From an optimization exercise on the open Yosys and OpenROAD flow, aimed at small area, a short achievable clock period and few clock cycles; shortcuts taken in it are not production practice.
The RTL was checked by simulation tests, not by an equivalence proof against the original design.
Power is estimated from default activity; no workload was simulated.

==> flow/design.v (outline; a module is shown in full before it is edited, if it fits) <==
// module mvm_axil_slave: 115 lines
// module mvm_operand_buffer: 28 lines
// module mvm_engine: 85 lines
// module mvm_dot: 2824 lines
// module mvm_top: 136 lines
// module mvm_accel: 41 lines
module mvm_accel (
  input  wire        clk_main_a0,
  input  wire        rst_main_n_sync,
  input  wire        awvalid,
  input  wire [31:0] awaddr,
  input  wire        wvalid,
  input  wire [31:0] wdata,
  input  wire        bready,
  input  wire        arvalid,
  input  wire [31:0] araddr,
  input  wire        rready,
  output wire        awready,
  output wire        wready,
  output wire        bvalid,
  output wire [1:0]  bresp,
  output wire        arready,
  output wire        rvalid,
  output wire [31:0] rdata,
  output wire [1:0]  rresp
);
  // ...
==> flow/flow/run.sh <==
#!/bin/bash
# The standard layout, with timing repair asked to leave more setup slack
# than the clock period needs, so that it also shortens the paths that
# already meet the period, and plain buffers on the ports.
set -euo pipefail
export BUFFER_PORTS_ARGS="-buffer_cell sky130_fd_sc_hd__buf_2"
bash standard.sh SETUP_SLACK_MARGIN=8.35 finish > standard_flow.log 2>&1
==> flow/standard.sh <==
#!/bin/bash
# synth_recipe.tcl (not shown) runs the flow's synth.tcl, then flattens the netlist and writes it again
# the make line also repeats each setting of config.mk as NAME=value (left out here)
make -C /OpenROAD-flow-scripts/flow DESIGN_CONFIG=/design/flow/config.mk WORK_HOME=/design/flow/orfs CLKGATE_MAP_FILE= SYNTH_SCRIPT=/design/flow/synth_recipe.tcl "${@:-finish}"
==> flow/config.mk <==
export PLATFORM = sky130hd
export DESIGN_NAME = mvm_accel
export DESIGN_NICKNAME = mvm_accel
export VERILOG_FILES = /design/flow/design.v
export SDC_FILE = /design/flow/constraint.sdc
export NUM_CORES = 4
export LEC_CHECK = 0
export CAP_MARGIN = 20
export CORE_MARGIN = 2
export CORE_UTILIZATION = 60
export CTS_CLUSTER_DIAMETER = 90
export CTS_CLUSTER_SIZE = 25
export SLEW_MARGIN = 20
==> flow/constraint.sdc <==
create_clock -name core_clock -period 12.0 [get_ports {clk_main_a0}]
set_input_delay 2.4000 -clock core_clock [delete_from_list [all_inputs] [get_ports {clk_main_a0}]]
set_output_delay 2.4000 -clock core_clock [all_outputs]
set_load 0.01 [all_outputs]
==> run summary, run 1 <==
Worst setup SP type=flip-flop; Post-CTS Hold Fix Bufs=0; Most Crowded Layer GR=met2; cell-internal power=10,800 uW; grt met1 use=44.0%; top-area cell type share of the netlist area=61.8%; vias in the first global route=39,100; mux cell area share after synthesis=3.06%; signal buffers share of area=3.32%; Chip Width=359 um; Synth Area in XOR/XNOR=3.44%; Critical Path AT=4.41 ns; dpl ws=6.79 ns; Residual DRC=0; CP endpoint kind=flip-flop; combinational cell power=733 uW; Worst Setup EP=u_top.u_engine.u_dot.q1[31]$_DFF_P_; Multi-input gate area=0.0205 mm^2; cell area after synthesis=0.0756 mm^2; largest net degree at the start of global routing=74; total CTS buffers=116; Hold Crit Start=u_top.u_buffer.ring[1979]$_DFF_P_; Buf/Inv on CP=3; Final Total Pwr=14,000 uW; Root Driver=clkbuf_16; Power Dens Cells=167 mW/mm^2; Starting DRT DRC Count=4,225; adder-cell area share of the yosys netlist=9.71%; Placer Congestion=0.991; status=no timing/DRC/antenna violations; Critical path origin=u_top.u_engine.vcur[67]$_DFFE_PP_; Crit Path Max Fanout=5; clock slew at the register clock pins of the worst setup and hold paths=0.11 ns; most common cell after layout, fill and taps aside=dfxtp_1
Testbench counts, summed over its fixed seeds: cycles 5,974.
==> run 2: changes to the inputs <==
--- a/flow/design.v
+++ b/flow/design.v
@@ -1460,184 +1460,184 @@
   logic s1203;
   logic s1204;
   logic s1205;
   logic s1206;
   logic s1207;
   logic s1208;
   logic s1209;
   logic s1210;
-  logic s1211;
-  logic c1212;
-  logic s1213;
-  logic c1214;
-  logic s1215;
-  logic c1216;
-  logic s1217;
-  logic c1218;
-  logic s1219;
-  logic c1220;
-  logic s1221;
-  logic c1222;
-  logic s1223;
-  logic c1224;
-  logic s1225;
-  logic c1226;
-  logic s1227;
-  logic c1228;
-  logic s1229;
-  logic c1230;
-  logic s1231;
-  logic c1232;
-  logic s1233;
-  logic c1234;
-  logic s1235;
-  logic c1236;
-  logic s1237;
-  logic c1238;
-  logic s1239;
-  logic c1240;
-  logic s1241;
-  logic s1242;
-  logic s1243;
-  logic s1244;
-  logic s1245;
-  logic s1246;
-  logic p1247;
-  logic p1248;
-  logic p1249;
-  logic p1250;
-  logic p1251;
-  logic p1252;
-  logic p1253;
-  logic p1254;
-  logic p1255;
-  logic p1256;
-  logic p1257;
-  logic p1258;
-  logic p1259;
-  logic p1260;
-  logic p1261;
-  logic p1262;
-  logic p1263;
-  logic p1264;
-  logic p1265;
-  logic p1266;
-  logic p1267;
-  logic p1268;
-  logic p1269;
-  logic p1270;
-  logic p1271;
-  logic p1272;
-  logic p1273;
-  logic p1274;
-  logic p1275;
-  logic p1276;
-  logic p1277;
-  logic p1278;
-  logic p1279;
-  logic p1280;
-  logic p1281;
-  logic p1282;
+  logic p1211;
+  logic p1212;
+  logic p1213;
+  logic p1214;
+  logic p1215;
+  logic p1216;
+  logic p1217;
+  logic p1218;
+  logic p1219;
+  logic p1220;
+  logic p1221;
+  logic p1222;
+  logic p1223;
+  logic p1224;
+  logic p1225;
+  logic p1226;
+  logic p1227;
+  logic p1228;
+  logic p1229;
+  logic p1230;
+  logic p1231;
+  logic p1232;
+  logic p1233;
+  logic p1234;
+  logic p1235;
+  logic p1236;
+  logic p1237;
+  logic p1238;
+  logic p1239;
+  logic p1240;
+  logic p1241;
+  logic p1242;
+  logic p1243;
+  logic p1244;
+  logic p1245;
+  logic p1246;
+  logic s1247;
+  logic c1248;
+  logic s1249;
+  logic c1250;
+  logic s1251;
+  logic c1252;
+  logic s1253;
+  logic c1254;
+  logic s1255;
+  logic c1256;
+  logic s1257;
+  logic c1258;
+  logic s1259;
+  logic c1260;
+  logic s1261;
+  logic c1262;
+  logic s1263;
+  logic c1264;
+  logic s1265;
+  logic c1266;
+  logic s1267;
+  logic c1268;
+  logic s1269;
+  logic c1270;
+  logic s1271;
+  logic c1272;
+  logic s1273;
+  logic c1274;
+  logic s1275;
+  logic c1276;
+  logic s1277;
+  logic c1278;
+  logic s1279;
+  logic c1280;
+  logic s1281;
+  logic c1282;
   logic s1283;
   logic c1284;
   logic s1285;
   logic c1286;
   logic s1287;
   logic c1288;
   logic s1289;
   logic c1290;
   logic s1291;
   logic c1292;
   logic s1293;
   logic c1294;
   logic s1295;
-  logic c1296;
+  logic s1296;
   logic s1297;
-  logic c1298;
+  logic s1298;
   logic s1299;
-  logic c1300;
+  logic s1300;
   logic s1301;
-  logic c1302;
+  logic s1302;
   logic s1303;
-  logic c1304;
-  logic s1305;
-  logic c1306;
-  logic s1307;
-  logic c1308;
-  logic s1309;
-  logic c1310;
-  logic s1311;
-  logic c1312;
-  logic s1313;
-  logic c1314;
-  logic s1315;
-  logic c1316;
-  logic s1317;
+  logic s1304;
+  logic c1305;
+  logic s1306;
+  logic c1307;
+  logic s1308;
+  logic c1309;
+  logic s1310;
+  logic c1311;
+  logic s1312;
+  logic c1313;
+  logic s1314;
+  logic c1315;
+  logic s1316;
+  logic c1317;
   logic s1318;
-  logic s1319;
+  logic c1319;
   logic s1320;
-  logic s1321;
+  logic c1321;
   logic s1322;
-  logic s1323;
-  logic c1324;
-  logic s1325;
-  logic c1326;
-  logic s1327;
-  logic c1328;
-  logic s1329;
-  logic c1330;
-  logic s1331;
-  logic c1332;
+  logic c1323;
+  logic s1324;
+  logic c1325;
+  logic s1326;
+  logic c1327;
+  logic s1328;
+  logic c1329;
+  logic s1330;
+  logic c1331;
+  logic s1332;
   logic s1333;
-  logic c1334;
+  logic s1334;
   logic s1335;
-  logic c1336;
+  logic s1336;
   logic s1337;
   logic c1338;
   logic s1339;
   logic c1340;
   logic s1341;
   logic c1342;
   logic s1343;
   logic c1344;
   logic s1345;
-  logic s1346;
+  logic c1346;
   logic s1347;
-  logic s1348;
+  logic c1348;
   logic s1349;
   logic c1350;
   logic s1351;
   logic c1352;
   logic s1353;
   logic c1354;
   logic s1355;
-  logic c1356;
+  logic s1356;
   logic s1357;
-  logic c1358;
+  logic s1358;
   logic s1359;
-  logic s1360;
+  logic c1360;
   logic s1361;
   logic c1362;
   logic s1363;
   logic c1364;
   logic s1365;
   logic c1366;
   logic s1367;
   logic s1368;
   logic s1369;
   logic c1370;
   logic s1371;
   logic c1372;
   logic s1373;
   logic s1374;
   logic c1375;
   logic s1376;
-  logic [43:0] q1;
-  logic [12:0] q2;
+  logic [70:0] q1;
+  logic [13:0] q2;
   assign p1 = a[0] & b[0];
   assign p2 = a[0] & b[1];
   assign p3 = a[0] & b[2];
   assign p4 = a[0] & b[3];
   assign p5 = a[0] & b[4];
   assign p6 = a[0] & b[5];
   assign p7 = a[0] & b[6];
   assign p8 = a[0] & b[7];
@@ -2838,243 +2838,271 @@
   assign s1203 = c1123 ^ c1125 ^ c1127;
   assign s1204 = c1129 ^ c1131 ^ c1133;
   assign s1205 = c1135 ^ s1136 ^ s1137;
   assign s1206 = s1138 ^ s1139 ^ s1140;
   assign s1207 = s1141 ^ s1142 ^ s1143;
   assign s1208 = s1144 ^ s1145 ^ s1146;
   assign s1209 = s1147 ^ s1148 ^ s1149;
   assign s1210 = s1150 ^ s1043;
-  assign s1211 = c1152 ^ s1153 ^ s1155;
-  assign c1212 = (c1152 & s1153) | (c1152 & s1155) | (s1153 & s1155);
-  assign s1213 = c1154 ^ c1156 ^ s1157;
-  assign c1214 = (c1154 & c1156) | (c1154 & s1157) | (c1156 & s1157);
-  assign s1215 = s1159 ^ s1161 ^ s1068;
-  assign c1216 = (s1159 & s1161) | (s1159 & s1068) | (s1161 & s1068);
-  assign s1217 = c1158 ^ c1160 ^ c1162;
-  assign c1218 = (c1158 & c1160) | (c1158 & c1162) | (c1160 & c1162);
-  assign s1219 = s1163 ^ s1165 ^ s1167;
-  assign c1220 = (s1163 & s1165) | (s1163 & s1167) | (s1165 & s1167);
-  assign s1221 = s1169 ^ s1171 ^ s937;
-  assign c1222 = (s1169 & s1171) | (s1169 & s937) | (s1171 & s937);
-  assign s1223 = c1164 ^ c1166 ^ c1168;
-  assign c1224 = (c1164 & c1166) | (c1164 & c1168) | (c1166 & c1168);
-  assign s1225 = c1170 ^ c1172 ^ s1173;
-  assign c1226 = (c1170 & c1172) | (c1170 & s1173) | (c1172 & s1173);
-  assign s1227 = s1175 ^ s1177 ^ s1179;
-  assign c1228 = (s1175 & s1177) | (s1175 & s1179) | (s1177 & s1179);
-  assign s1229 = s1181 ^ s1183 ^ s1108;
-  assign c1230 = (s1181 & s1183) | (s1181 & s1108) | (s1183 & s1108);
-  assign s1231 = c1174 ^ c1176 ^ c1178;
-  assign c1232 = (c1174 & c1176) | (c1174 & c1178) | (c1176 & c1178);
-  assign s1233 = c1180 ^ c1182 ^ c1184;
-  assign c1234 = (c1180 & c1182) | (c1180 & c1184) | (c1182 & c1184);
-  assign s1235 = s1185 ^ s1187 ^ s1189;
-  assign c1236 = (s1185 & s1187) | (s1185 & s1189) | (s1187 & s1189);
-  assign s1237 = s1191 ^ s1193 ^ s1195;
-  assign c1238 = (s1191 & s1193) | (s1191 & s1195) | (s1193 & s1195);
-  assign s1239 = s1197 ^ s1199 ^ s817;
-  assign c1240 = (s1197 & s1199) | (s1197 & s817) | (s1199 & s817);
-  assign s1241 = c1186 ^ c1188 ^ c1190;
-  assign s1242 = c1192 ^ c1194 ^ c1196;
-  assign s1243 = c1198 ^ c1200 ^ s1201;
-  assign s1244 = s1202 ^ s1203 ^ s1204;
-  assign s1245 = s1205 ^ s1206 ^ s1207;
-  assign s1246 = s1208 ^ s1209 ^ s1210;
   always_ff @(posedge clk_main_a0) begin
     q1[0] <= s1044;
     q1[1] <= s1151;
-    q1[2] <= s1211;
-    q1[3] <= s887;
-    q1[4] <= s599;
-    q1[5] <= c1212;
-    q1[6] <= s1213;
-    q1[7] <= s1215;
-    q1[8] <= s1070;
-    q1[9] <= c1214;
-    q1[10] <= c1216;
-    q1[11] <= s1217;
-    q1[12] <= s1219;
-    q1[13] <= s1221;
-    q1[14] <= s939;
-    q1[15] <= c1218;
-    q1[16] <= c1220;
-    q1[17] <= c1222;
-    q1[18] <= s1223;
-    q1[19] <= s1225;
-    q1[20] <= s1227;
-    q1[21] <= s1229;
-    q1[22] <= s749;
-    q1[23] <= c1224;
-    q1[24] <= c1226;
-    q1[25] <= c1228;
-    q1[26] <= c1230;
-    q1[27] <= s1231;
-    q1[28] <= s1233;
-    q1[29] <= s1235;
-    q1[30] <= s1237;
-    q1[31] <= s1239;
-    q1[32] <= s819;
-    q1[33] <= c1232;
-    q1[34] <= c1234;
-    q1[35] <= c1236;
-    q1[36] <= c1238;
-    q1[37] <= c1240;
-    q1[38] <= s1241;
-    q1[39] <= s1242;
-    q1[40] <= s1243;
-    q1[41] <= s1244;
-    q1[42] <= s1245;
-    q1[43] <= s1246;
+    q1[2] <= c1152;
+    q1[3] <= s1153;
+    q1[4] <= s1155;
+    q1[5] <= s887;
+    q1[6] <= s599;
+    q1[7] <= c1154;
+    q1[8] <= c1156;
+    q1[9] <= s1157;
+    q1[10] <= s1159;
+    q1[11] <= s1161;
+    q1[12] <= s1068;
+    q1[13] <= s1070;
+    q1[14] <= c1158;
+    q1[15] <= c1160;
+    q1[16] <= c1162;
+    q1[17] <= s1163;
+    q1[18] <= s1165;
+    q1[19] <= s1167;
+    q1[20] <= s1169;
+    q1[21] <= s1171;
+    q1[22] <= s937;
+    q1[23] <= s939;
+    q1[24] <= c1164;
+    q1[25] <= c1166;
+    q1[26] <= c1168;
+    q1[27] <= c1170;
+    q1[28] <= c1172;
+    q1[29] <= s1173;
+    q1[30] <= s1175;
+    q1[31] <= s1177;
+    q1[32] <= s1179;
+    q1[33] <= s1181;
+    q1[34] <= s1183;
+    q1[35] <= s1108;
+    q1[36] <= s749;
+    q1[37] <= c1174;
+    q1[38] <= c1176;
+    q1[39] <= c1178;
+    q1[40] <= c1180;
+    q1[41] <= c1182;
+    q1[42] <= c1184;
+    q1[43] <= s1185;
+    q1[44] <= s1187;
+    q1[45] <= s1189;
+    q1[46] <= s1191;
+    q1[47] <= s1193;
+    q1[48] <= s1195;
+    q1[49] <= s1197;
+    q1[50] <= s1199;
+    q1[51] <= s817;
+    q1[52] <= s819;
+    q1[53] <= c1186;
+    q1[54] <= c1188;
+    q1[55] <= c1190;
+    q1[56] <= c1192;
+    q1[57] <= c1194;
+    q1[58] <= c1196;
+    q1[59] <= c1198;
+    q1[60] <= c1200;
+    q1[61] <= s1201;
+    q1[62] <= s1202;
+    q1[63] <= s1203;
+    q1[64] <= s1204;
+    q1[65] <= s1205;
+    q1[66] <= s1206;
+    q1[67] <= s1207;
+    q1[68] <= s1208;
+    q1[69] <= s1209;
+    q1[70] <= s1210;
   end
-  assign p1247 = a2[0] & b[8];
-  assign p1248 = a2[0] & b[9];
-  assign p1249 = a2[0] & b[10];
-  assign p1250 = a2[0] & b[11];
-  assign p1251 = a2[0] & b[12];
-  assign p1252 = a2[0] & b[13];
-  assign p1253 = a2[0] & b[14];
-  assign p1254 = a2[0] & b[15];
-  assign p1255 = a2[1] & b[8];
-  assign p1256 = a2[1] & b[9];
-  assign p1257 = a2[1] & b[10];
-  assign p1258 = a2[1] & b[11];
-  assign p1259 = a2[1] & b[12];
-  assign p1260 = a2[1] & b[13];
-  assign p1261 = a2[1] & b[14];
-  assign p1262 = a2[2] & b[8];
-  assign p1263 = a2[2] & b[9];
-  assign p1264 = a2[2] & b[10];
-  assign p1265 = a2[2] & b[11];
-  assign p1266 = a2[2] & b[12];
-  assign p1267 = a2[2] & b[13];
-  assign p1268 = a2[3] & b[8];
-  assign p1269 = a2[3] & b[9];
-  assign p1270 = a2[3] & b[10];
-  assign p1271 = a2[3] & b[11];
-  assign p1272 = a2[3] & b[12];
-  assign p1273 = a2[4] & b[8];
-  assign p1274 = a2[4] & b[9];
-  assign p1275 = a2[4] & b[10];
-  assign p1276 = a2[4] & b[11];
-  assign p1277 = a2[5] & b[8];
-  assign p1278 = a2[5] & b[9];
-  assign p1279 = a2[5] & b[10];
-  assign p1280 = a2[6] & b[8];
-  assign p1281 = a2[6] & b[9];
-  assign p1282 = a2[7] & b[8];
-  assign s1283 = q1[1] ^ p1248 ^ p1255;
-  assign c1284 = (q1[1] & p1248) | (q1[1] & p1255) | (p1248 & p1255);
-  assign s1285 = q1[2] ^ q1[3] ^ q1[4];
-  assign c1286 = (q1[2] & q1[3]) | (q1[2] & q1[4]) | (q1[3] & q1[4]);
-  assign s1287 = p1249 ^ p1256 ^ p1262;
-  assign c1288 = (p1249 & p1256) | (p1249 & p1262) | (p1256 & p1262);
-  assign s1289 = q1[5] ^ q1[6] ^ q1[7];
-  assign c1290 = (q1[5] & q1[6]) | (q1[5] & q1[7]) | (q1[6] & q1[7]);
-  assign s1291 = q1[8] ^ p1250 ^ p1257;
-  assign c1292 = (q1[8] & p1250) | (q1[8] & p1257) | (p1250 & p1257);
-  assign s1293 = q1[9] ^ q1[10] ^ q1[11];
-  assign c1294 = (q1[9] & q1[10]) | (q1[9] & q1[11]) | (q1[10] & q1[11]);
-  assign s1295 = q1[12] ^ q1[13] ^ q1[14];
-  assign c1296 = (q1[12] & q1[13]) | (q1[12] & q1[14]) | (q1[13] & q1[14]);
-  assign s1297 = p1251 ^ p1258 ^ p1264;
-  assign c1298 = (p1251 & p1258) | (p1251 & p1264) | (p1258 & p1264);
-  assign s1299 = q1[15] ^ q1[16] ^ q1[17];
-  assign c1300 = (q1[15] & q1[16]) | (q1[15] & q1[17]) | (q1[16] & q1[17]);
-  assign s1301 = q1[18] ^ q1[19] ^ q1[20];
-  assign c1302 = (q1[18] & q1[19]) | (q1[18] & q1[20]) | (q1[19] & q1[20]);
-  assign s1303 = q1[21] ^ q1[22] ^ p1252;
-  assign c1304 = (q1[21] & q1[22]) | (q1[21] & p1252) | (q1[22] & p1252);
-  assign s1305 = p1259 ^ p1265 ^ p1270;
-  assign c1306 = (p1259 & p1265) | (p1259 & p1270) | (p1265 & p1270);
-  assign s1307 = q1[23] ^ q1[24] ^ q1[25];
-  assign c1308 = (q1[23] & q1[24]) | (q1[23] & q1[25]) | (q1[24] & q1[25]);
-  assign s1309 = q1[26] ^ q1[27] ^ q1[28];
-  assign c1310 = (q1[26] & q1[27]) | (q1[26] & q1[28]) | (q1[27] & q1[28]);
-  assign s1311 = q1[29] ^ q1[30] ^ q1[31];
-  assign c1312 = (q1[29] & q1[30]) | (q1[29] & q1[31]) | (q1[30] & q1[31]);
-  assign s1313 = q1[32] ^ p1253 ^ p1260;
-  assign c1314 = (q1[32] & p1253) | (q1[32] & p1260) | (p1253 & p1260);
-  assign s1315 = p1266 ^ p1271 ^ p1275;
-  assign c1316 = (p1266 & p1271) | (p1266 & p1275) | (p1271 & p1275);
-  assign s1317 = q1[33] ^ q1[34] ^ q1[35];
-  assign s1318 = q1[36] ^ q1[37] ^ q1[38];
-  assign s1319 = q1[39] ^ q1[40] ^ q1[41];
-  assign s1320 = q1[42] ^ q1[43] ^ p1254;
-  assign s1321 = p1261 ^ p1267 ^ p1272;
-  assign s1322 = p1276 ^ p1279 ^ p1281;
-  assign s1323 = c1284 ^ s1285 ^ s1287;
-  assign c1324 = (c1284 & s1285) | (c1284 & s1287) | (s1285 & s1287);
-  assign s1325 = c1286 ^ c1288 ^ s1289;
-  assign c1326 = (c1286 & c1288) | (c1286 & s1289) | (c1288 & s1289);
-  assign s1327 = s1291 ^ p1263 ^ p1268;
-  assign c1328 = (s1291 & p1263) | (s1291 & p1268) | (p1263 & p1268);
-  assign s1329 = c1290 ^ c1292 ^ s1293;
-  assign c1330 = (c1290 & c1292) | (c1290 & s1293) | (c1292 & s1293);
-  assign s1331 = s1295 ^ s1297 ^ p1269;
-  assign c1332 = (s1295 & s1297) | (s1295 & p1269) | (s1297 & p1269);
-  assign s1333 = c1294 ^ c1296 ^ c1298;
-  assign c1334 = (c1294 & c1296) | (c1294 & c1298) | (c1296 & c1298);
-  assign s1335 = s1299 ^ s1301 ^ s1303;
-  assign c1336 = (s1299 & s1301) | (s1299 & s1303) | (s1301 & s1303);
-  assign s1337 = s1305 ^ p1274 ^ p1277;
-  assign c1338 = (s1305 & p1274) | (s1305 & p1277) | (p1274 & p1277);
-  assign s1339 = c1300 ^ c1302 ^ c1304;
-  assign c1340 = (c1300 & c1302) | (c1300 & c1304) | (c1302 & c1304);
-  assign s1341 = c1306 ^ s1307 ^ s1309;
-  assign c1342 = (c1306 & s1307) | (c1306 & s1309) | (s1307 & s1309);
-  assign s1343 = s1311 ^ s1313 ^ s1315;
-  assign c1344 = (s1311 & s1313) | (s1311 & s1315) | (s1313 & s1315);
-  assign s1345 = c1308 ^ c1310 ^ c1312;
-  assign s1346 = c1314 ^ c1316 ^ s1317;
-  assign s1347 = s1318 ^ s1319 ^ s1320;
-  assign s1348 = s1321 ^ s1322 ^ p1282;
-  assign s1349 = c1324 ^ s1325 ^ s1327;
-  assign c1350 = (c1324 & s1325) | (c1324 & s1327) | (s1325 & s1327);
-  assign s1351 = c1326 ^ c1328 ^ s1329;
-  assign c1352 = (c1326 & c1328) | (c1326 & s1329) | (c1328 & s1329);
-  assign s1353 = c1330 ^ c1332 ^ s1333;
-  assign c1354 = (c1330 & c1332) | (c1330 & s1333) | (c1332 & s1333);
-  assign s1355 = c1334 ^ c1336 ^ c1338;
-  assign c1356 = (c1334 & c1336) | (c1334 & c1338) | (c1336 & c1338);
-  assign s1357 = s1339 ^ s1341 ^ s1343;
-  assign c1358 = (s1339 & s1341) | (s1339 & s1343) | (s1341 & s1343);
-  assign s1359 = c1340 ^ c1342 ^ c1344;
-  assign s1360 = s1345 ^ s1346 ^ s1347;
-  assign s1361 = c1350 ^ s1351 ^ s1331;
-  assign c1362 = (c1350 & s1351) | (c1350 & s1331) | (s1351 & s1331);
-  assign s1363 = c1352 ^ s1353 ^ s1335;
-  assign c1364 = (c1352 & s1353) | (c1352 & s1335) | (s1353 & s1335);
-  assign s1365 = c1354 ^ s1355 ^ s1357;
-  assign c1366 = (c1354 & s1355) | (c1354 & s1357) | (s1355 & s1357);
-  assign s1367 = c1356 ^ c1358 ^ s1359;
-  assign s1368 = s1360 ^ s1348;
-  assign s1369 = c1362 ^ s1363 ^ s1337;
-  assign c1370 = (c1362 & s1363) | (c1362 & s1337) | (s1363 & s1337);
-  assign s1371 = c1364 ^ s1365 ^ p1278;
-  assign c1372 = (c1364 & s1365) | (c1364 & p1278) | (s1365 & p1278);
+  assign p1211 = a2[0] & b[8];
+  assign p1212 = a2[0] & b[9];
+  assign p1213 = a2[0] & b[10];
+  assign p1214 = a2[0] & b[11];
+  assign p1215 = a2[0] & b[12];
+  assign p1216 = a2[0] & b[13];
+  assign p1217 = a2[0] & b[14];
+  assign p1218 = a2[0] & b[15];
+  assign p1219 = a2[1] & b[8];
+  assign p1220 = a2[1] & b[9];
+  assign p1221 = a2[1] & b[10];
+  assign p1222 = a2[1] & b[11];
+  assign p1223 = a2[1] & b[12];
+  assign p1224 = a2[1] & b[13];
+  assign p1225 = a2[1] & b[14];
+  assign p1226 = a2[2] & b[8];
+  assign p1227 = a2[2] & b[9];
+  assign p1228 = a2[2] & b[10];
+  assign p1229 = a2[2] & b[11];
+  assign p1230 = a2[2] & b[12];
+  assign p1231 = a2[2] & b[13];
+  assign p1232 = a2[3] & b[8];
+  assign p1233 = a2[3] & b[9];
+  assign p1234 = a2[3] & b[10];
+  assign p1235 = a2[3] & b[11];
+  assign p1236 = a2[3] & b[12];
+  assign p1237 = a2[4] & b[8];
+  assign p1238 = a2[4] & b[9];
+  assign p1239 = a2[4] & b[10];
+  assign p1240 = a2[4] & b[11];
+  assign p1241 = a2[5] & b[8];
+  assign p1242 = a2[5] & b[9];
+  assign p1243 = a2[5] & b[10];
+  assign p1244 = a2[6] & b[8];
+  assign p1245 = a2[6] & b[9];
+  assign p1246 = a2[7] & b[8];
+  assign s1247 = q1[1] ^ p1212 ^ p1219;
+  assign c1248 = (q1[1] & p1212) | (q1[1] & p1219) | (p1212 & p1219);
+  assign s1249 = q1[2] ^ q1[3] ^ q1[4];
+  assign c1250 = (q1[2] & q1[3]) | (q1[2] & q1[4]) | (q1[3] & q1[4]);
+  assign s1251 = q1[5] ^ q1[6] ^ p1213;
+  assign c1252 = (q1[5] & q1[6]) | (q1[5] & p1213) | (q1[6] & p1213);
+  assign s1253 = q1[7] ^ q1[8] ^ q1[9];
+  assign c1254 = (q1[7] & q1[8]) | (q1[7] & q1[9]) | (q1[8] & q1[9]);
+  assign s1255 = q1[10] ^ q1[11] ^ q1[12];
+  assign c1256 = (q1[10] & q1[11]) | (q1[10] & q1[12]) | (q1[11] & q1[12]);
+  assign s1257 = q1[13] ^ p1214 ^ p1221;
+  assign c1258 = (q1[13] & p1214) | (q1[13] & p1221) | (p1214 & p1221);
+  assign s1259 = q1[14] ^ q1[15] ^ q1[16];
+  assign c1260 = (q1[14] & q1[15]) | (q1[14] & q1[16]) | (q1[15] & q1[16]);
+  assign s1261 = q1[17] ^ q1[18] ^ q1[19];
+  assign c1262 = (q1[17] & q1[18]) | (q1[17] & q1[19]) | (q1[18] & q1[19]);
+  assign s1263 = q1[20] ^ q1[21] ^ q1[22];
+  assign c1264 = (q1[20] & q1[21]) | (q1[20] & q1[22]) | (q1[21] & q1[22]);
+  assign s1265 = q1[23] ^ p1215 ^ p1222;
+  assign c1266 = (q1[23] & p1215) | (q1[23] & p1222) | (p1215 & p1222);
+  assign s1267 = p1228 ^ p1233 ^ p1237;
+  assign c1268 = (p1228 & p1233) | (p1228 & p1237) | (p1233 & p1237);
+  assign s1269 = q1[24] ^ q1[25] ^ q1[26];
+  assign c1270 = (q1[24] & q1[25]) | (q1[24] & q1[26]) | (q1[25] & q1[26]);
+  assign s1271 = q1[27] ^ q1[28] ^ q1[29];
+  assign c1272 = (q1[27] & q1[28]) | (q1[27] & q1[29]) | (q1[28] & q1[29]);
+  assign s1273 = q1[30] ^ q1[31] ^ q1[32];
+  assign c1274 = (q1[30] & q1[31]) | (q1[30] & q1[32]) | (q1[31] & q1[32]);
+  assign s1275 = q1[33] ^ q1[34] ^ q1[35];
+  assign c1276 = (q1[33] & q1[34]) | (q1[33] & q1[35]) | (q1[34] & q1[35]);
+  assign s1277 = q1[36] ^ p1216 ^ p1223;
+  assign c1278 = (q1[36] & p1216) | (q1[36] & p1223) | (p1216 & p1223);
+  assign s1279 = p1229 ^ p1234 ^ p1238;
+  assign c1280 = (p1229 & p1234) | (p1229 & p1238) | (p1234 & p1238);
+  assign s1281 = q1[37] ^ q1[38] ^ q1[39];
+  assign c1282 = (q1[37] & q1[38]) | (q1[37] & q1[39]) | (q1[38] & q1[39]);
+  assign s1283 = q1[40] ^ q1[41] ^ q1[42];
+  assign c1284 = (q1[40] & q1[41]) | (q1[40] & q1[42]) | (q1[41] & q1[42]);
+  assign s1285 = q1[43] ^ q1[44] ^ q1[45];
+  assign c1286 = (q1[43] & q1[44]) | (q1[43] & q1[45]) | (q1[44] & q1[45]);
+  assign s1287 = q1[46] ^ q1[47] ^ q1[48];
+  assign c1288 = (q1[46] & q1[47]) | (q1[46] & q1[48]) | (q1[47] & q1[48]);
+  assign s1289 = q1[49] ^ q1[50] ^ q1[51];
+  assign c1290 = (q1[49] & q1[50]) | (q1[49] & q1[51]) | (q1[50] & q1[51]);
+  assign s1291 = q1[52] ^ p1217 ^ p1224;
+  assign c1292 = (q1[52] & p1217) | (q1[52] & p1224) | (p1217 & p1224);
+  assign s1293 = p1230 ^ p1235 ^ p1239;
+  assign c1294 = (p1230 & p1235) | (p1230 & p1239) | (p1235 & p1239);
+  assign s1295 = q1[53] ^ q1[54] ^ q1[55];
+  assign s1296 = q1[56] ^ q1[57] ^ q1[58];
+  assign s1297 = q1[59] ^ q1[60] ^ q1[61];
+  assign s1298 = q1[62] ^ q1[63] ^ q1[64];
+  assign s1299 = q1[65] ^ q1[66] ^ q1[67];
+  assign s1300 = q1[68] ^ q1[69] ^ q1[70];
+  assign s1301 = p1218 ^ p1225 ^ p1231;
+  assign s1302 = p1236 ^ p1240 ^ p1243;
+  assign s1303 = p1245 ^ p1246;
+  assign s1304 = c1248 ^ s1249 ^ s1251;
+  assign c1305 = (c1248 & s1249) | (c1248 & s1251) | (s1249 & s1251);
+  assign s1306 = c1250 ^ c1252 ^ s1253;
+  assign c1307 = (c1250 & c1252) | (c1250 & s1253) | (c1252 & s1253);
+  assign s1308 = s1255 ^ s1257 ^ p1227;
+  assign c1309 = (s1255 & s1257) | (s1255 & p1227) | (s1257 & p1227);
+  assign s1310 = c1254 ^ c1256 ^ c1258;
+  assign c1311 = (c1254 & c1256) | (c1254 & c1258) | (c1256 & c1258);
+  assign s1312 = s1259 ^ s1261 ^ s1263;
+  assign c1313 = (s1259 & s1261) | (s1259 & s1263) | (s1261 & s1263);
+  assign s1314 = c1260 ^ c1262 ^ c1264;
+  assign c1315 = (c1260 & c1262) | (c1260 & c1264) | (c1262 & c1264);
+  assign s1316 = c1266 ^ c1268 ^ s1269;
+  assign c1317 = (c1266 & c1268) | (c1266 & s1269) | (c1268 & s1269);
+  assign s1318 = s1271 ^ s1273 ^ s1275;
+  assign c1319 = (s1271 & s1273) | (s1271 & s1275) | (s1273 & s1275);
+  assign s1320 = s1277 ^ s1279 ^ p1241;
+  assign c1321 = (s1277 & s1279) | (s1277 & p1241) | (s1279 & p1241);
+  assign s1322 = c1270 ^ c1272 ^ c1274;
+  assign c1323 = (c1270 & c1272) | (c1270 & c1274) | (c1272 & c1274);
+  assign s1324 = c1276 ^ c1278 ^ c1280;
+  assign c1325 = (c1276 & c1278) | (c1276 & c1280) | (c1278 & c1280);
+  assign s1326 = s1281 ^ s1283 ^ s1285;
+  assign c1327 = (s1281 & s1283) | (s1281 & s1285) | (s1283 & s1285);
+  assign s1328 = s1287 ^ s1289 ^ s1291;
+  assign c1329 = (s1287 & s1289) | (s1287 & s1291) | (s1289 & s1291);
+  assign s1330 = s1293 ^ p1242 ^ p1244;
+  assign c1331 = (s1293 & p1242) | (s1293 & p1244) | (p1242 & p1244);
+  assign s1332 = c1282 ^ c1284 ^ c1286;
+  assign s1333 = c1288 ^ c1290 ^ c1292;
+  assign s1334 = c1294 ^ s1295 ^ s1296;
+  assign s1335 = s1297 ^ s1298 ^ s1299;
+  assign s1336 = s1300 ^ s1301 ^ s1302;
+  assign s1337 = s1304 ^ p1220 ^ p1226;
+  assign c1338 = (s1304 & p1220) | (s1304 & p1226) | (p1220 & p1226);
+  assign s1339 = c1305 ^ s1306 ^ s1308;
+  assign c1340 = (c1305 & s1306) | (c1305 & s1308) | (s1306 & s1308);
+  assign s1341 = c1307 ^ c1309 ^ s1310;
+  assign c1342 = (c1307 & c1309) | (c1307 & s1310) | (c1309 & s1310);
+  assign s1343 = s1312 ^ s1265 ^ s1267;
+  assign c1344 = (s1312 & s1265) | (s1312 & s1267) | (s1265 & s1267);
+  assign s1345 = c1311 ^ c1313 ^ s1314;
+  assign c1346 = (c1311 & c1313) | (c1311 & s1314) | (c1313 & s1314);
+  assign s1347 = s1316 ^ s1318 ^ s1320;
+  assign c1348 = (s1316 & s1318) | (s1316 & s1320) | (s1318 & s1320);
+  assign s1349 = c1315 ^ c1317 ^ c1319;
+  assign c1350 = (c1315 & c1317) | (c1315 & c1319) | (c1317 & c1319);
+  assign s1351 = c1321 ^ s1322 ^ s1324;
+  assign c1352 = (c1321 & s1322) | (c1321 & s1324) | (s1322 & s1324);
+  assign s1353 = s1326 ^ s1328 ^ s1330;
+  assign c1354 = (s1326 & s1328) | (s1326 & s1330) | (s1328 & s1330);
+  assign s1355 = c1323 ^ c1325 ^ c1327;
+  assign s1356 = c1329 ^ c1331 ^ s1332;
+  assign s1357 = s1333 ^ s1334 ^ s1335;
+  assign s1358 = s1336 ^ s1303;
+  assign s1359 = c1338 ^ s1339 ^ p1232;
+  assign c1360 = (c1338 & s1339) | (c1338 & p1232) | (s1339 & p1232);
+  assign s1361 = c1340 ^ s1341 ^ s1343;
+  assign c1362 = (c1340 & s1341) | (c1340 & s1343) | (s1341 & s1343);
+  assign s1363 = c1342 ^ c1344 ^ s1345;
+  assign c1364 = (c1342 & c1344) | (c1342 & s1345) | (c1344 & s1345);
+  assign s1365 = c1346 ^ c1348 ^ s1349;
+  assign c1366 = (c1346 & c1348) | (c1346 & s1349) | (c1348 & s1349);
+  assign s1367 = c1350 ^ c1352 ^ c1354;
+  assign s1368 = s1355 ^ s1356 ^ s1357;
+  assign s1369 = c1362 ^ s1363 ^ s1347;
+  assign c1370 = (c1362 & s1363) | (c1362 & s1347) | (s1363 & s1347);
+  assign s1371 = c1364 ^ s1365 ^ s1351;
+  assign c1372 = (c1364 & s1365) | (c1364 & s1351) | (s1365 & s1351);
   assign s1373 = c1366 ^ s1367 ^ s1368;
   always_ff @(posedge clk_main_a0) begin
     q2[0] <= q1[0];
-    q2[1] <= p1247;
-    q2[2] <= s1283;
-    q2[3] <= s1323;
-    q2[4] <= s1349;
-    q2[5] <= s1361;
-    q2[6] <= p1273;
+    q2[1] <= p1211;
+    q2[2] <= s1247;
+    q2[3] <= s1337;
+    q2[4] <= s1359;
+    q2[5] <= c1360;
+    q2[6] <= s1361;
     q2[7] <= s1369;
     q2[8] <= c1370;
     q2[9] <= s1371;
-    q2[10] <= p1280;
+    q2[10] <= s1353;
     q2[11] <= c1372;
     q2[12] <= s1373;
+    q2[13] <= s1358;
   end
   assign s1374 = q2[8] ^ q2[9] ^ q2[10];
   assign c1375 = (q2[8] & q2[9]) | (q2[8] & q2[10]) | (q2[9] & q2[10]);
-  assign s1376 = q2[11] ^ q2[12];
+  assign s1376 = q2[11] ^ q2[12] ^ q2[13];
   assign s = {c1375, s1374, q2[7], q2[5], q2[4], q2[3], q2[2], q2[0]} + {s1376, 1'b0, 1'b0, q2[6], 1'b0, 1'b0, 1'b0, q2[1]};
 endmodule
 `default_nettype wire
 `default_nettype none
 module mvm_top (
   input  logic        clk_main_a0,
   input  logic        rst_main_n_sync,
   input  logic        awvalid,
==> flow/flow/run.sh (replaced) <==
#!/bin/bash
# The standard layout, with timing repair asked to leave more setup slack
# than the clock period needs, so that it also shortens the paths that
# already meet the period, and plain buffers on the ports.
set -euo pipefail
export BUFFER_PORTS_ARGS="-buffer_cell sky130_fd_sc_hd__buf_2"
bash standard.sh SETUP_SLACK_MARGIN=8.45 finish > standard_flow.log 2>&1
==> run 2 against run 1 <==
Effect of this change: non-clock buffer count is 160 lower; synthesized cell count is 0.57% higher; maximum frequency is 0.19% lower; first-iteration DRC count is 14% lower; global-route usage is 1.9 points lower; sequential cell count is 28 higher; highest routed layer unchanged.
==> run summary, run 2 <==
Placeable Area=0.126 mm^2; I/O Buffers=139; status=no timing/DRC/antenna violations; Worst Path Required=9.60 ns; largest registers=u_top.u_buffer.ring (2176), u_top.u_engine.vcur (128), u_top.u_engine.u_dot.q1 (71); DP HPWL=133 mm; Worst-Margin Slew=1.20 ns; synth cell count leaders=dfxtp_1, nand2_1, and2_1; clock power share=30.6%; Seq/Total Area, Yosys=71.0%; die area=0.130 mm^2; crit-path max cell delay=0.42 ns; Hold WC Path Type=flip-flop to flip-flop; hold depth=0; routed len/inst=25.7 um; max-slew violation count=0; Starting Density=60.6%; Layout Cells excl Fill=7,352; Biggest register=u_top.u_buffer.ring; GR Util All Layers=29.3%; total gr overflow=0; cell-internal power=11,100 uW (+2.1%); CP Cell Sequence=buf_6; Residual DRC=0 (unchanged); Starting DRT DRC Count=3,630 (-14%); total routed wirelength=189 mm; Reg power frac=63.1%; EDFF count, synth=232; max reg flops=2,176; cell depth of the worst setup path=1; TritonCTS clock tree=done; part of the power in combinational logic=6.3%; number of cell rows=130; cell area after synthesis=0.0763 mm^2 (+0.99%); switching power=3350 uW; Tcrit/Tclk final=31.1%; warnings from Yosys=5; final setup fails=0; largest net degree at the start of global routing=66 (-11%); top_reg_cell synth=dfxtp_1; Nets=6,140; H-tree Lvls=3; Vias/cell=5.27; slew margin rel.=19.7%; Root Driver=clkbuf_16; Clock Sink Count=2,592; initial antenna violation count=32; fmax=0.268 GHz; Setup Crit Path Kind=flip-flop to output port; Avg Synthesized Cell Area=14.0 um^2; Chip Width=361 um (+0.49%); antenna-violating nets left=0; Netlist cell types=82; dominant cell by count in the synthesized netlist=dfxtp_1; clock slew at the register clock pins of the worst setup and hold paths=0.10 ns (about the same); most common cell after layout, fill and taps aside=dfxtp_1; RSZ-0062 raised after global routing=true; Fin. Hold Viols=0; Worst-Skew Late Latency=0.79 ns; largest area contributor in the netlist=dfxtp_1; Synth-to-Final Area Change=9.02%; Crit Path Max Fanout=1 (-4); worst r2r path cells=11; # IOs=144; Buf/Inv on CP=1 (-2); most frequent cells in the layout=dfxtp_1, nand2_1, and2_1; Worst VDD drop=0.156 mV; via count=38,700; DR pass1 iterations=8; placed insts=7,164; max_cap viols=0; share of flip-flops with an asynchronous set or reset=0%; first-pass GRT wire length=268 mm; ranking of synthesized cells by area=dfxtp_1, edfxtp_1, fa_1; CP max stage cell=dfxtp_4; crit path time final=3.73 ns; setup_tns=0 ns; Setup Skew=0.0554 ns; Worst setup SP type=flip-flop; total CTS buffers=116 (unchanged); switching share of total power=23.2%; top-area cell type share of the netlist area=61.9% (+0.13 points); Synth Instances=5,441; CP endpoint kind=output port; leakage=0.0332 uW; DIE HEIGHT=361 um; share of cells above drive strength 1=10.7%; Placer Congestion=0.987 (-0.42%); Crit path max-delay family=flip-flops; Max Buffers Root-to-Sink=3; Critical Path AT=1.33 ns (-3.08 ns); Power Dens Cells=173 mW/mm^2 (+3.6%); # fillers=9,363; register bit total from synthesis=2,592; vias in the first global route=38,200 (-2.3%)
-- run 2: routing by layer --
metal  part of all wire, %  track usage [%]
met1                    44             41.5
met2                    44             44.7
met3                   8.3             6.55
met4                   4.1             10.6
met5                 0.012                0
-- run 2: final timing paths --
path                            slack [ns]                              from                               end
worst max-delay path                  8.27   u_top.u_slave.rdata[23]$_DFF_P_                         rdata[23]
worst min-delay path                  0.28  u_top.u_buffer.ring[263]$_DFF_P_  u_top.u_buffer.ring[391]$_DFF_P_
worst max register to register        8.44            u_top.ph[1]$_SDFF_PP0_  u_top.u_slave.awready$_SDFF_PN1_
worst min register to register        0.28  u_top.u_buffer.ring[263]$_DFF_P_  u_top.u_buffer.ring[391]$_DFF_P_
-- run 2: kinds of logic (layout without fill, tap and decap cells) --
| logic type | count (synthesis) | after routing | share of synthesized area [%] |
|---|---|---|---|
| buf+inv | 487 | 741 | 2.51 |
| compound gates | 300 | 300 | 2.54 |
| simple gates | 1212 | 1212 | 7.84 |
| xor+xnor | 291 | 291 | 3.35 |
| other cells | 1 | 8 | 0.00491 |
| flops | 2592 | 2592 | 71.0 |
| mux | 178 | 178 | 3.08 |
| fa+ha+maj | 380 | 380 | 9.62 |
-- run 2: stage by stage --
stage / setup WS, ns / hold slack [ns] / utilization [%] / power (uW) / area (um^2)
after floorplan: 7.68 / 0.310 / - / 9660 / 76600
after CTS: 8.24 / 0.272 / 66.0 / 14500 / 83100
after detailed placement: 6.65 / 0.312 / 62.9 / 10200 / 79200
final: 8.27 / 0.281 / 66.1 / 14400 / 83200
after global placement: 6.63 / 0.309 / 62.9 / 10200 / 79200
after global routing: 8.23 / 0.280 / 66.1 / 14900 / 83200
-- run 2: final cells by class --
| cell class | instances | area [um^2] | share of cell area, % |
|---|---|---|---|
| Antenna cell | 4 | 10.0 | 0.0120 |
| Clock buffer | 145 | 3030 | 3.64 |
| Clock inverter | 14 | 280 | 0.337 |
| Inverter | 376 | 1410 | 1.70 |
| Multi-Input combinational cell | 2365 | 20500 | 24.7 |
| Sequential cell | 2592 | 54300 | 65.3 |
| Tap cell | 1650 | 2060 | 2.48 |
| Timing Repair Buffer | 206 | 1560 | 1.87 |
-- run 2: timing repair --
action / 4_1_cts / 5_1_grt
gates cloned: 3 / 0
pin swaps: 10 / 2
gates resized for setup: 117 / 12
endpoints found under the setup margin: 105 / 120
hold buffers: 0 / 0
buffers inserted: 21 / 1
-- run 2: power by group through the flow --
stage | combinational [uW] | clock, uW | sequential, uW
2_1_floorplan | 457 | 0 | 9200
4_1_cts | 908 | 4480 | 9090
5_1_grt | 965 | 4780 | 9110
3_3_place_gp | 881 | 0 | 9290
6_report | 904 | 4400 | 9100
3_5_place_dp | 887 | 0 | 9290
Testbench counts of run 2, summed over its fixed seeds: cycles 5,974.
==> run 3: changes to the inputs <==
--- a/flow/flow/run.sh
+++ b/flow/flow/run.sh
@@ -5,3 +5,3 @@
 set -euo pipefail
 export BUFFER_PORTS_ARGS="-buffer_cell sky130_fd_sc_hd__buf_2"
-bash standard.sh SETUP_SLACK_MARGIN=8.45 finish > standard_flow.log 2>&1
+bash standard.sh SETUP_SLACK_MARGIN=8.35 finish > standard_flow.log 2>&1
==> run 3 against run 2 <==
Effect of this change: die area did not move; via count increased by 0.52%; register-to-register slack is essentially flat; area after synthesis did not move; clock power barely moved; routed wire length is 1.2% higher; largest cell class unchanged; highest routed layer unchanged.
==> run summary, run 3 <==
Synth Area in XOR/XNOR=3.35% (unchanged); DIE HEIGHT=361 um (unchanged); share of flip-flops with an asynchronous set or reset=0% (unchanged); most frequent cells in the layout=dfxtp_1, nand2_1, and2_1; share of cells above drive strength 1=10.9% (+0.19 points); Critical Path AT=1.37 ns (+0.04 ns); warnings from Yosys=5 (unchanged); TritonCTS clock tree=done; Placer Congestion=0.998 (+1.1%); number of cell rows=130 (unchanged); simple-gate area share of the yosys netlist=7.84% (unchanged); CP endpoint kind=output port; sequential standard cell area=0.0543 mm^2 (about the same); Netlist cell types=82 (unchanged); Synth-to-Final Area Change=9.10% (about the same); Worst-Margin Slew=1.09 ns (-0.111 ns); antenna-violating nets left=0 (unchanged); Placeable Area=0.126 mm^2 (unchanged); Post-CTS Hold Fix Bufs=0 (unchanged); max-slew violation count=0 (unchanged); Worst VDD drop=0.162 mV (+3.8%); Worst Path Required=9.60 ns (about the same); total CTS buffers=116 (unchanged); Multi-input gate area=0.0205 mm^2 (-0.15%); worst r2r src=u_top.u_buffer.ring[961]$_DFF_P_; I/O Buffers=139 (unchanged); Vias/cell=5.29 (+0.33%); max_cap viols=0 (unchanged); Hold Crit Start=u_top.u_buffer.ring[2157]$_DFF_P_; Buf/Inv on CP=1 (unchanged); slew margin rel.=27.6% (+8.0 points); total gr overflow=0 (unchanged); Starting Density=60.6% (unchanged); top_reg_cell synth=dfxtp_1; largest area contributor in the netlist=dfxtp_1; first-pass GRT wire length=271 mm (+0.92%); CP max stage cell=dfxtp_4; max reg flops=2,176 (unchanged); fmax=0.265 GHz (-1.1%); leakage=0.0333 uW (+0.13%); clock slew at the register clock pins of the worst setup and hold paths=0.10 ns (about the same); Residual DRC=0 (unchanged); largest registers=u_top.u_buffer.ring (2176), u_top.u_engine.vcur (128), u_top.u_engine.u_dot.q1 (71); Biggest register=u_top.u_buffer.ring; RR Endpoint=u_top.u_engine.u_dot.q1[50]$_DFF_P_; most common cell after layout, fill and taps aside=dfxtp_1; cell depth of the worst setup path=1 (unchanged); R2R setup slack=8.43 ns (about the same); worst r2r path cells=7 (-4); mux cell area share after synthesis=3.08% (unchanged); Seq/Total Area, Yosys=71.0% (unchanged); Synth Instances=5,441 (unchanged); Worst Setup EP=rdata[26]; # IOs=144 (unchanged); largest net degree at the start of global routing=67 (+1.5%); fin util=66.1% (about the same); Setup Skew=0.0936 ns (+0.0382 ns); total routed wirelength=191 mm (+1.2%); initial antenna violation count=40 (+25%); # fillers=9,193 (-1.8%); Fin. Hold Viols=0 (unchanged); routed len/inst=26.0 um (+1.0%); Placement Cell Area=0.0792 mm^2 (about the same); Crit path max-delay family=flip-flops; status=no timing/DRC/antenna violations; CP Cell Sequence=buf_6; Worst-Skew Late Latency=0.82 ns (+0.03 ns); ranking of synthesized cells by area=dfxtp_1, edfxtp_1, fa_1; Setup Crit Path Kind=flip-flop to output port; die area=0.130 mm^2 (unchanged); final setup fails=0 (unchanged); Clock Sink Count=2,592 (unchanged); H-tree Lvls=3 (unchanged); DR pass1 iterations=5 (-3); dominant cell by count in the synthesized netlist=dfxtp_1; top-area cell type share of the netlist area=61.9% (unchanged); crit-path max cell delay=0.43 ns (about the same); setup_tns=0 ns (unchanged); Worst setup SP type=flip-flop; adder-cell area share of the yosys netlist=9.62% (unchanged); Max Buffers Root-to-Sink=3 (unchanged); Starting DRT DRC Count=3,984 (+9.8%); register bit total from synthesis=2,592 (unchanged); crit path time final=3.77 ns (+0.0407 ns); Crit Path Max Fanout=1 (unchanged); Nets=6,154 (+0.23%); DP HPWL=133 mm (+0.62%); Hold WC Path Type=flip-flop to flip-flop; Chip Width=361 um (unchanged); post-synthesis compound-gate area fraction=2.54% (unchanged); Critical path origin=u_top.u_slave.rdata[26]$_DFF_P_; Avg Synthesized Cell Area=14.0 um^2 (unchanged); RSZ-0062 raised after global routing=true; largest family of logic cells by synthesized area=adder cells; Power Dens Cells=173 mW/mm^2 (-0.24%); via count=38,900 (+0.52%); final instance area=0.0832 mm^2 (about the same); synth cell count leaders=dfxtp_1, nand2_1, and2_1; vias in the first global route=38,300 (+0.28%); Root Driver=clkbuf_16; GR Util All Layers=29.7% (+0.34 points); EDFF count, synth=232 (unchanged); Tcrit/Tclk final=31.4% (+0.34 points); cell area after synthesis=0.0763 mm^2 (unchanged)
==> run 3: cell counts after synthesis <==
Identical to the previous run, type by type.
==> run 3: layout make-up <==
type                            instances  area share, %
Antenna cell                            5         0.0150
Clock buffer                          145           3.64
Clock inverter                         13          0.319
Inverter                              376           1.70
Multi-Input combinational cell       2365           24.6
Sequential cell                      2592           65.3
Tap cell                             1650           2.48
Timing Repair Buffer                  220           1.99
==> run 3: repair_timing <==
action / 4_1_cts / 5_1_grt
cloned: 2 / 2
endpoints found under the setup margin: 107 / 113
gates resized for setup: 104 / 22
pin swaps: 4 / 8
buffers inserted: 13 / 13
==> run 3: how the worst min path moves through the flow <==
stage | to | cells after the start
finish | u_top.u_buffer.ring[109]$_DFF_P_ | 0
global route | u_top.u_buffer.ring[903]$_DFF_P_ | 0
CTS | u_top.u_buffer.ring[903]$_DFF_P_ | 0
detailed placement | u_top.u_buffer.ring[1362]$_DFF_P_ | 0
global placement | u_top.u_buffer.ring[1513]$_DFF_P_ | 0
floorplan | u_top.u_buffer.ring[1000]$_DFF_P_ | 0
==> run 3: through the flow <==
stage / cells / total power [uW] / hold slack, ns / setup WS [ns]
floorplan: 5444 / 9660 / 0.310 / 7.68
global placement: 7172 / 10200 / 0.309 / 6.70
detailed placement: 7173 / 10200 / 0.312 / 6.73
CTS: 7346 / 14500 / 0.246 / 8.20
global route: 7361 / 14800 / 0.266 / 8.19
finish: 7366 / 14400 / 0.256 / 8.23
==> run 3: kinds of logic after synthesis <==
kind of cell    Yosys count
compound gates          300
xor+xnor                291
other cells               1
mux                     178
simple gates           1212
flops                  2592
fa+ha+maj               380
buf+inv                 487
==> run 3: power breakdown <==
part           internal, uW  switching (uW)
Clock                  1820            2560
Sequential             8930             157
Combinational           297             616
==> run 3: worst reg2reg max path, cell delays in order, from the launching register on <==
cell and delay (ns):
dfxtp_1 0.75, and2_1 0.25, fa_1 0.46, fa_1 0.66
inv_1 0.10, fa_1 0.54, inv_1 0.06, fa_1 0.56
==> run 3: layer usage <==
metal / vias to the layer above / share of wire, % / track usage [%]
li1: 17600 / - / -
met1: 19500 / 44 / 42.5
met2: 1505 / 43 / 44.1
met3: 366 / 8.4 / 6.83
met4: 12 / 4.5 / 11.7
met5: - / 0.038 / 0
==> run 4: changes to the inputs <==
--- a/flow/config.mk
+++ b/flow/config.mk
@@ -9,5 +9,5 @@
 export CORE_MARGIN = 2
 export CORE_UTILIZATION = 60
-export CTS_CLUSTER_DIAMETER = 90
-export CTS_CLUSTER_SIZE = 25
+export CTS_CLUSTER_DIAMETER = 100
+export CTS_CLUSTER_SIZE = 30
 export SLEW_MARGIN = 20
==> run 4 against run 3 <==
Effect of this change: final cell count shrank 0.27%; via count shrank 0.40%; setup slack gained 0.035 ns; sequential cell count is the same; still clean.
==> run summary, run 4 <==
status=no timing/DRC/antenna violations; total CTS buffers=99 (-15%); routed len/inst=25.9 um (-0.20%); Worst Path Required=9.60 ns (about the same); largest registers=u_top.u_buffer.ring (2176), u_top.u_engine.vcur (128), u_top.u_engine.u_dot.q1 (71); EDFF count, synth=232 (unchanged); Placer Congestion=0.998 (unchanged); CP max stage cell=dfxtp_4; Clock Sink Count=2,592 (unchanged); Power Dens Cells=170 mW/mm^2 (-1.4%); total routed wirelength=190 mm (-0.47%); share of cells above drive strength 1=10.6% (-0.34 points); first-pass GRT wire length=269 mm (-0.55%); crit-path max cell delay=0.44 ns (about the same); DIE HEIGHT=361 um (unchanged); Nets=6,134 (-0.32%); R2R setup slack=8.40 ns (-0.03 ns); # fillers=9,273 (+0.87%); Fin. Hold Viols=0 (unchanged); max-slew violation count=0 (unchanged); via count=38,800 (-0.40%); Starting Density=60.6% (unchanged); Crit Path Max Fanout=1 (unchanged); Setup Skew=0.0805 ns (-0.0131 ns); most frequent cells in the layout=dfxtp_1, nand2_1, and2_1; Placement Cell Area=0.0792 mm^2 (unchanged); top_reg_cell synth=dfxtp_1; top-area cell type share of the netlist area=61.9% (unchanged); dominant cell by count in the synthesized netlist=dfxtp_1; Most Crowded Layer GR=met2; CP endpoint kind=output port; max reg flops=2,176 (unchanged); Worst Hold Endpoint=u_top.u_buffer.ring[1262]$_DFF_P_; H-tree Lvls=3 (unchanged); number of cell rows=130 (unchanged); met2 Usage GRT=43.6% (-0.42 points); Critical Path AT=1.33 ns (-0.04 ns); dpl ws=6.73 ns (unchanged); Worst setup SP type=flip-flop; RR Endpoint=u_top.u_engine.u_dot.q1[50]$_DFF_P_; Hold Crit Start=u_top.u_buffer.ring[1134]$_DFF_P_; Residual DRC=0 (unchanged); cell area after synthesis=0.0763 mm^2 (unchanged); leakage=0.0331 uW (-0.66%); max_cap viols=0 (unchanged); Hold WC Path Type=flip-flop to flip-flop; Starting DRT DRC Count=3,920 (-1.6%); Worst-Margin Slew=1.08 ns (-0.00776 ns); setup_tns=0 ns (unchanged); share of flip-flops with an asynchronous set or reset=0% (unchanged); register bit total from synthesis=2,592 (unchanged); DR pass1 iterations=6 (+1); RSZ-0062 raised after global routing=true; most common cell after layout, fill and taps aside=dfxtp_1; crit path time final=3.73 ns (-0.0345 ns); Setup Crit Path Kind=flip-flop to output port; Placeable Area=0.126 mm^2 (unchanged); Final WS setup=8.27 ns (+0.0345 ns); Avg Synthesized Cell Area=14.0 um^2 (unchanged); DP HPWL=133 mm (unchanged); die area=0.130 mm^2 (unchanged); Synth-to-Final Area Change=8.52%; antenna-violating nets left=0 (unchanged); slew margin rel.=28.1% (+0.43 points); final setup fails=0 (unchanged); fmax=0.268 GHz (+0.92%); final instance area=0.0828 mm^2 (-0.53%); Chip Width=361 um (unchanged); Root Driver=clkbuf_16; Tcrit/Tclk final=31.1% (-0.29 points); # IOs=144 (unchanged); Hold WS=0.284 ns (+0.0284 ns); Vias/cell=5.28 (-0.13%); GR Util All Layers=29.5% (-0.16 points); Max Buffers Root-to-Sink=3 (unchanged); warnings from Yosys=5 (unchanged); largest net degree at the start of global routing=67 (unchanged); synth cell count leaders=dfxtp_1, nand2_1, and2_1; ranking of synthesized cells by area=dfxtp_1, edfxtp_1, fa_1; Crit path max-delay family=flip-flops; Worst-Skew Late Latency=0.79 ns (-0.03 ns); Layout Cells excl Fill=7,346 (-0.27%); Post-CTS Hold Fix Bufs=0 (unchanged); cell depth of the worst setup path=1 (unchanged); Netlist cell types=82 (unchanged); CP Cell Sequence=buf_6; grt met1 use=42.3% (-0.13 points); grt met3 use=6.83% (unchanged); Seq/Total Area, Yosys=71.0% (unchanged); initial antenna violation count=41 (+2.5%); worst r2r src=u_top.u_buffer.ring[961]$_DFF_P_; Buf/Inv on CP=1 (unchanged); placed insts=7,173 (unchanged); Synth Instances=5,441 (unchanged); vias in the first global route=38,000 (-0.65%); hold depth=0 (unchanged); I/O Buffers=139 (unchanged); Worst VDD drop=0.171 mV (+5.1%); Biggest register=u_top.u_buffer.ring; TritonCTS clock tree=done; total gr overflow=0 (unchanged); worst r2r path cells=7 (unchanged); clock slew at the register clock pins of the worst setup and hold paths=0.11 ns (about the same); largest area contributor in the netlist=dfxtp_1
==> run 4: cell types whose count changed in the layout (fill, tap and decap cells not counted), sizes merged <==
| cell | delta |
|---|---|
| clkbuf | -20 |
| diode | +4 |
| buf | -3 |
| inv | -3 |
| clkinv | +2 |
==> run 4: how the worst max path moves through the flow <==
stage                                          startpoint                                to  slack [ns]
after global placement                    rst_main_n_sync  u_top.u_slave.awready$_SDFF_PN1_        6.70
after floorplan                           rst_main_n_sync  u_top.u_slave.awready$_SDFF_PN1_        7.68
final                     u_top.u_slave.rdata[27]$_DFF_P_                         rdata[27]        8.27
after detailed placement                  rst_main_n_sync  u_top.u_slave.awready$_SDFF_PN1_        6.73
after global routing      u_top.u_slave.rdata[26]$_DFF_P_                         rdata[26]        8.23
after CTS                                 rst_main_n_sync  u_top.u_slave.awready$_SDFF_PN1_        8.22
==> run 4: kinds of logic (layout without fill, tap and decap cells) <==
kind of cell	after synthesis	after routing	synth area share, %
AO/OA/AOI/OAI	300	300	2.54
XOR/XNOR	291	291	3.35
adder cells (fa/ha/maj)	380	380	9.62
buffers and inverters	487	730	2.51
flip-flops	2592	2592	71.0
multiplexers	178	178	3.08
other	1	13	0.00491
AND/OR/NAND/NOR	1212	1212	7.84
==> run 4: final cells by class <==
cell class | count | area, um^2 | area share [%]
flip-flops and latches | 2592 | 54300 | 65.6
multi-input cells | 2365 | 20500 | 24.7
clock buffers | 125 | 2610 | 3.15
well taps | 1650 | 2060 | 2.49
repair buffers | 217 | 1640 | 1.98
inverters | 376 | 1410 | 1.71
clock inverters | 12 | 263 | 0.317
diodes | 9 | 22.5 | 0.0272
==> run 4: layer usage <==
layer | vias up | share of wire [%]
met5 | - | 0.045
li1 | 17500 | -
met4 | 12 | 4.7
met2 | 1617 | 43
met3 | 360 | 9.1
met1 | 19300 | 43
==> run 4: repair_timing <==
item,4_1_cts,5_1_grt
buffers inserted,13,10
resized for setup,105,20
cloned,2,2
pin swaps,4,8
setup endpoints to repair,103,119
==> run 4: per-stage QoR <==
stage / total power, uW / util [%]
floorplan: 9660 / -
global placement: 10200 / 62.9
detailed placement: 10200 / 62.9
CTS: 14200 / 65.6
global route: 14500 / 65.8
finish: 14100 / 65.8
==> run 4: report_power, final <==
group / switching (uW) / internal [uW] / leakage [uW]
clock: 2510 / 1580 / 0.00138
sequential: 157 / 8930 / 0.0213
combinational: 619 / 297 / 0.0104

==> static timing again, ports no longer ideal <==
No port has a modelled driver above. Below, the same layouts with a new extraction and two added sets of constraints.
Step 1 assumes that a clkbuf_16 drives the clock port and a buf_2 every other input.
Step 2, shift: input delay + t, output delay - t, t = (earliest + latest rising clock arrival at the registers) / 2. This alone moves slack from input paths to output paths.
a / b / c = ideal / step 1 / step 2; a / b = the first two.
run | shift t [ns] | slack for setup (ns) | latest minus earliest clock arrival (ns) | worst register clock-pin slew, ns | worst data-port slew with drivers (ns)
run 1 | 0.854 | 8.280 / 8.220 / 7.366 | 0.082 / 0.082 | 0.11 / 0.11 | 0.35
run 2 | 0.843 | 8.273 / 8.193 / 7.463 | 0.059 / 0.058 | 0.11 / 0.11 | 0.07
run 3 | 0.848 | 8.233 / 8.156 / 7.519 | 0.093 / 0.094 | 0.11 / 0.11 | 0.07
run 4 | 0.831 | 8.267 / 8.189 / 7.543 | 0.080 / 0.081 | 0.12 / 0.12 | 0.07
After both steps setup and hold are still met in every run listed. The setup slack of run 1, which loses most, moves by -0.060 ns with the drivers and by -0.914 ns with both steps.
